Background: an optimization exercise with open tools, aiming at small area. Do not read the settings as production practice.
Only simulation tests tie the RTL to the original design; equivalence was not proved.
Power and IR drop assume default switching activity.

// vec_sequencer
module vec_sequencer (
  input  logic                            clk_i,
  input  logic                            rst_ni,
  input  logic                            req_valid_i,
  output logic                            req_ready_o,
  input  logic [2:0]                      req_op_i,
  input  logic [4:0]                      req_vs1_i,
  input  logic                            req_use_vs1_i,
  input  logic [4:0]                      req_vs2_i,
  input  logic                            req_use_vs2_i,
  input  logic [4:0]                      req_vd_i,
  input  logic                            req_use_vd_i,
  output logic                            resp_valid_o,
  output logic                            resp_error_o,
  output logic                            idle_o,
  output logic                            pe_req_valid_o,
  input  logic                            pe_req_ready_i,
  output logic [2:0]                      pe_req_id_o,
  output logic [2:0]                      pe_req_op_o,
  output logic [4:0]                      pe_req_vs1_o,
  output logic [4:0]                      pe_req_vs2_o,
  output logic [4:0]                      pe_req_vd_o,
  output logic [7:0]                      pe_hazard_vs1_o,
  output logic [7:0]                      pe_hazard_vs2_o,
  output logic [7:0]                      pe_hazard_vd_o,
  output logic [7:0]                      vinsn_running_o,
  output logic [63:0]                     hazard_table_o,
  input  logic [31:0]                     unit_done_i,
  input  logic                            addrgen_ack_i,
  input  logic                            addrgen_error_i
);
  logic is_alu, is_mfpu, is_ld, is_st;
  assign is_alu  = req_op_i[2:1] == 2'b00;
  assign is_mfpu = req_op_i[2:1] == 2'b01;
  assign is_ld   = req_op_i == 3'd4;
  assign is_st   = !is_alu && !is_mfpu && !is_ld;
  logic [7:0] run_q;
  logic [1:0] cnt_alu_q, cnt_mfpu_q;
  logic       busy_ld_q, busy_st_q;
  logic       wait_q;
  logic [7:0][4:0] wreg_q, r1reg_q, r2reg_q;
  logic [7:0]      wlast_q, r1last_q, r2last_q;
  logic       unit_free, full, issue;
  logic [7:0] nsel;
  logic [2:0] nid;
  assign full = &run_q;
  assign unit_free = (is_alu  && !cnt_alu_q[1]) ||
  ...
Size: roughly 260 flip-flops, roughly 180 I/O pins, ~13000 µm² of cells after synthesis.
clock: 6.0 ns
lec_check: 0
cap_margin: 20
core_margin: 2
core_utilization: 60
gpl_timing_driven: 0
slew_margin: 20
standard.sh (not shown) runs the stock make flow with config.mk's settings and CLKGATE_MAP_FILE= SYNTH_SCRIPT=/design/flow/synth_recipe.tcl, a recipe that flattens the netlist after the stock synthesis.
==> flow/flow/run.sh <==
#!/bin/bash
# Standard layout (standard.sh), with these changes:
#  - synthesis maps the logic with an area-oriented ABC script (flow/area.abc);
#    everything else in synthesis is synth_recipe.tcl as given
#  - the port buffers are made from the smallest buffer cell
#  - repair may not use the largest buffer cells (flow/small_bufs.tcl)
#  - a lighter clock tree: clkbuf_4 only, small sink clusters, no dummy loads
# make's whole output goes to standard_make.log; ORFS keeps each step's log
# under orfs/logs.
set -euo pipefail
W=$PWD
sed "s#@ABC@#$W/flow/area.abc#" flow/area_synth.tcl.in > "$W/area_synth.tcl"
export BUFFER_PORTS_ARGS="-buffer_cell sky130_fd_sc_hd__buf_1"
for s in FLOORPLAN GLOBAL_PLACE RESIZE REPAIR_TIMING_POST_PLACE CTS GLOBAL_ROUTE DETAIL_ROUTE; do
  export PRE_${s}_TCL="$W/flow/small_bufs.tcl"
done
export PRE_GLOBAL_PLACE_TCL="$W/flow/place_prep.tcl"
export CTS_ARGS="-sink_clustering_enable -repair_clock_nets -dont_use_dummy_load -buf_list {sky130_fd_sc_hd__clkbuf_4} -sink_clustering_size 10 -sink_clustering_max_diameter 40"
bash standard.sh finish SYNTH_SCRIPT="$W/area_synth.tcl" > standard_make.log 2>&1
==> flow/flow/area.abc <==
strash
dch
amap
==> flow/flow/area_synth.tcl.in <==
proc abc {args} {
  set i [lsearch -exact $args -script]
  if {$i >= 0} { lset args [expr {$i + 1}] @ABC@ }
  yosys abc {*}$args
}
proc synth {args} { yosys synth -nofsm -noshare {*}$args }
source $::env(SCRIPTS_DIR)/synth.tcl
# left out here: clear keep_hierarchy, flatten, clean up, hide names made inside functions, write 1_2_yosys.v
==> flow/flow/place_prep.tcl <==
# As timing-driven placement does: drop synthesis buffers before the ports get theirs
source [file join [file dirname [info script]] small_bufs.tcl]
remove_buffers
==> flow/flow/small_bufs.tcl <==
# Keep repair from reaching for the largest buffers
set_dont_use [get_lib_cells {sky130_fd_sc_hd__buf_6 sky130_fd_sc_hd__buf_8 sky130_fd_sc_hd__buf_12 sky130_fd_sc_hd__buf_16 sky130_fd_sc_hd__bufbuf_8 sky130_fd_sc_hd__bufbuf_16 sky130_fd_sc_hd__clkbuf_8 sky130_fd_sc_hd__clkbuf_16}]
The first run passed the timing, DRC and antenna checks.
Next try:
==> flow/flow/run.sh (replaced) <==
#!/bin/bash
# Standard layout, with three changes:
#  - synthesis maps the logic with an area-oriented ABC script (flow/area.abc);
#    everything else in synthesis is synth_recipe.tcl as given
#  - the port buffers are made from the smallest buffer cell
#  - a lighter clock tree: clkbuf_4 only, small sink clusters, no dummy loads
set -euo pipefail
W=$PWD
sed "s#@ABC@#$W/flow/area.abc#" flow/area_synth.tcl.in > "$W/area_synth.tcl"
export BUFFER_PORTS_ARGS="-buffer_cell sky130_fd_sc_hd__buf_1"
export CTS_ARGS="-sink_clustering_enable -repair_clock_nets -dont_use_dummy_load -buf_list {sky130_fd_sc_hd__clkbuf_4} -sink_clustering_size 10 -sink_clustering_max_diameter 40"
bash standard.sh finish SYNTH_SCRIPT="$W/area_synth.tcl" > standard_make.log 2>&1
Settings changed: CORE_UTILIZATION 60 to 40, GPL_TIMING_DRIVEN 0 to unset.
removed: flow/flow/place_prep.tcl
removed: flow/flow/small_bufs.tcl
Effect: Combinational power grows by 5.2%. Via count increases by 1.4%. Power rises by about 2%. Wire length climbs by 13%.
Next try:
--- a/flow/flow/run.sh
+++ b/flow/flow/run.sh
@@ -9,4 +9,5 @@
 sed "s#@ABC@#$W/flow/area.abc#" flow/area_synth.tcl.in > "$W/area_synth.tcl"
 export BUFFER_PORTS_ARGS="-buffer_cell sky130_fd_sc_hd__buf_1"
+export DONT_USE_CELLS="sky130_fd_sc_hd__buf_8 sky130_fd_sc_hd__buf_12 sky130_fd_sc_hd__buf_16 sky130_fd_sc_hd__bufbuf_8 sky130_fd_sc_hd__bufbuf_16 sky130_fd_sc_hd__clkbuf_16"
 export CTS_ARGS="-sink_clustering_enable -repair_clock_nets -dont_use_dummy_load -buf_list {sky130_fd_sc_hd__clkbuf_4} -sink_clustering_size 10 -sink_clustering_max_diameter 40"
 bash standard.sh finish SYNTH_SCRIPT="$W/area_synth.tcl" > standard_make.log 2>&1
Settings changed: GPL_TIMING_DRIVEN set to 0.
Setup slack got worse by 730 ps.
Flip-flop and latch count stays the same.
Clock skew grows by 13 ps.
Next try:
--- a/flow/flow/run.sh
+++ b/flow/flow/run.sh
@@ -9,5 +9,6 @@
 sed "s#@ABC@#$W/flow/area.abc#" flow/area_synth.tcl.in > "$W/area_synth.tcl"
 export BUFFER_PORTS_ARGS="-buffer_cell sky130_fd_sc_hd__buf_1"
-export DONT_USE_CELLS="sky130_fd_sc_hd__buf_8 sky130_fd_sc_hd__buf_12 sky130_fd_sc_hd__buf_16 sky130_fd_sc_hd__bufbuf_8 sky130_fd_sc_hd__bufbuf_16 sky130_fd_sc_hd__clkbuf_16"
+for s in FLOORPLAN GLOBAL_PLACE RESIZE REPAIR_TIMING_POST_PLACE CTS GLOBAL_ROUTE DETAIL_ROUTE; do export PRE_${s}_TCL="$W/flow/small_bufs.tcl"; done
+export PRE_GLOBAL_PLACE_TCL="$W/flow/place_prep.tcl"
 export CTS_ARGS="-sink_clustering_enable -repair_clock_nets -dont_use_dummy_load -buf_list {sky130_fd_sc_hd__clkbuf_4} -sink_clustering_size 10 -sink_clustering_max_diameter 40"
 bash standard.sh finish SYNTH_SCRIPT="$W/area_synth.tcl" > standard_make.log 2>&1
==> flow/flow/place_prep.tcl (new file) <==
# As timing-driven placement does: drop synthesis buffers before the ports get theirs
source [file join [file dirname [info script]] small_bufs.tcl]
remove_buffers
==> flow/flow/small_bufs.tcl (new file) <==
# Keep repair from reaching for the largest buffers
set_dont_use [get_lib_cells {sky130_fd_sc_hd__buf_6 sky130_fd_sc_hd__buf_8 sky130_fd_sc_hd__buf_12 sky130_fd_sc_hd__buf_16 sky130_fd_sc_hd__bufbuf_8 sky130_fd_sc_hd__bufbuf_16 sky130_fd_sc_hd__clkbuf_8 sky130_fd_sc_hd__clkbuf_16}]
After rerunning: Sequential cell count does not change. Utilization is lower by 1.2 points. Via count increases slightly. Cell area decreases by a few percent. Power falls slightly. Routed wire length grows slightly. Global-route usage stays flat. Sequential share of layout area is higher by 1.2 points. Maximum frequency came out higher slightly. Area after synthesis is unchanged.
Next try:
==> flow/flow/run.sh (replaced) <==
#!/bin/bash
# Standard layout (standard.sh), with these changes:
#  - synthesis maps the logic with an area-oriented ABC script (flow/area.abc);
#    everything else in synthesis is synth_recipe.tcl as given
#  - the port buffers are made from the smallest buffer cell
#  - repair may not use the largest buffer cells (flow/small_bufs.tcl)
#  - a lighter clock tree: clkbuf_4 only, small sink clusters, no dummy loads
# make's whole output goes to standard_make.log; ORFS keeps each step's log
# under orfs/logs.
set -euo pipefail
W=$PWD
sed "s#@ABC@#$W/flow/area.abc#" flow/area_synth.tcl.in > "$W/area_synth.tcl"
export BUFFER_PORTS_ARGS="-buffer_cell sky130_fd_sc_hd__buf_1"
for s in FLOORPLAN GLOBAL_PLACE RESIZE REPAIR_TIMING_POST_PLACE CTS GLOBAL_ROUTE DETAIL_ROUTE; do
  export PRE_${s}_TCL="$W/flow/small_bufs.tcl"
done
export PRE_GLOBAL_PLACE_TCL="$W/flow/place_prep.tcl"
export CTS_ARGS="-sink_clustering_enable -repair_clock_nets -dont_use_dummy_load -buf_list {sky130_fd_sc_hd__clkbuf_4} -sink_clustering_size 10 -sink_clustering_max_diameter 40"
bash standard.sh finish SYNTH_SCRIPT="$W/area_synth.tcl" > standard_make.log 2>&1
Settings changed: CAP_MARGIN 20 to 10, CORE_UTILIZATION 40 to 70, SLEW_MARGIN 20 to 10.
Cell area came out lower by 2.9%.
Wire length came out lower by 12%.
Final cell count came out lower by 11%.

## port drivers added, routing unchanged
The results above use ideal ports. As a check the final layouts listed here were re-extracted and re-timed, cells and wires unchanged. Step 1 assumes that a clkbuf_16 drives the clock port and a buf_2 every other input. Step 2 times the ports against the registers' clock, not the clock port: input delays grow and output delays shrink by t, the midpoint of the rising clock arrivals with the driver on. Three values: ideal, step 1, step 2; two values: the first two.
run | t (ns) | setup slack, ns | worst hold slack (ns) | worst setup path after step 2 | slew at the worst register clock pin (ns)
the first run | 0.681 | 1.092 / 1.115 / 0.434 | 0.450 / 0.430 / 0.467 | input to register | 0.12 / 0.12
the second run | 0.699 | 1.974 / 1.995 / 1.298 | 0.470 / 0.470 / 0.470 | input to register | 0.11 / 0.11
the third run | 0.698 | 1.247 / 1.247 / 0.793 | 0.472 / 0.472 / 0.472 | input to register | 0.12 / 0.12
the fourth run | 0.707 | 1.295 / 1.295 / 0.766 | 0.424 / 0.396 / 0.468 | input to register | 0.11 / 0.11
the fifth run | 0.684 | 0.867 / 0.887 / 0.203 | 0.455 / 0.455 / 0.455 | input to register | 0.11 / 0.11
After both steps every run listed still meets setup and hold. For the second run, which loses most, drivers alone change the setup slack by +0.021 ns; drivers and shift together by -0.676 ns.
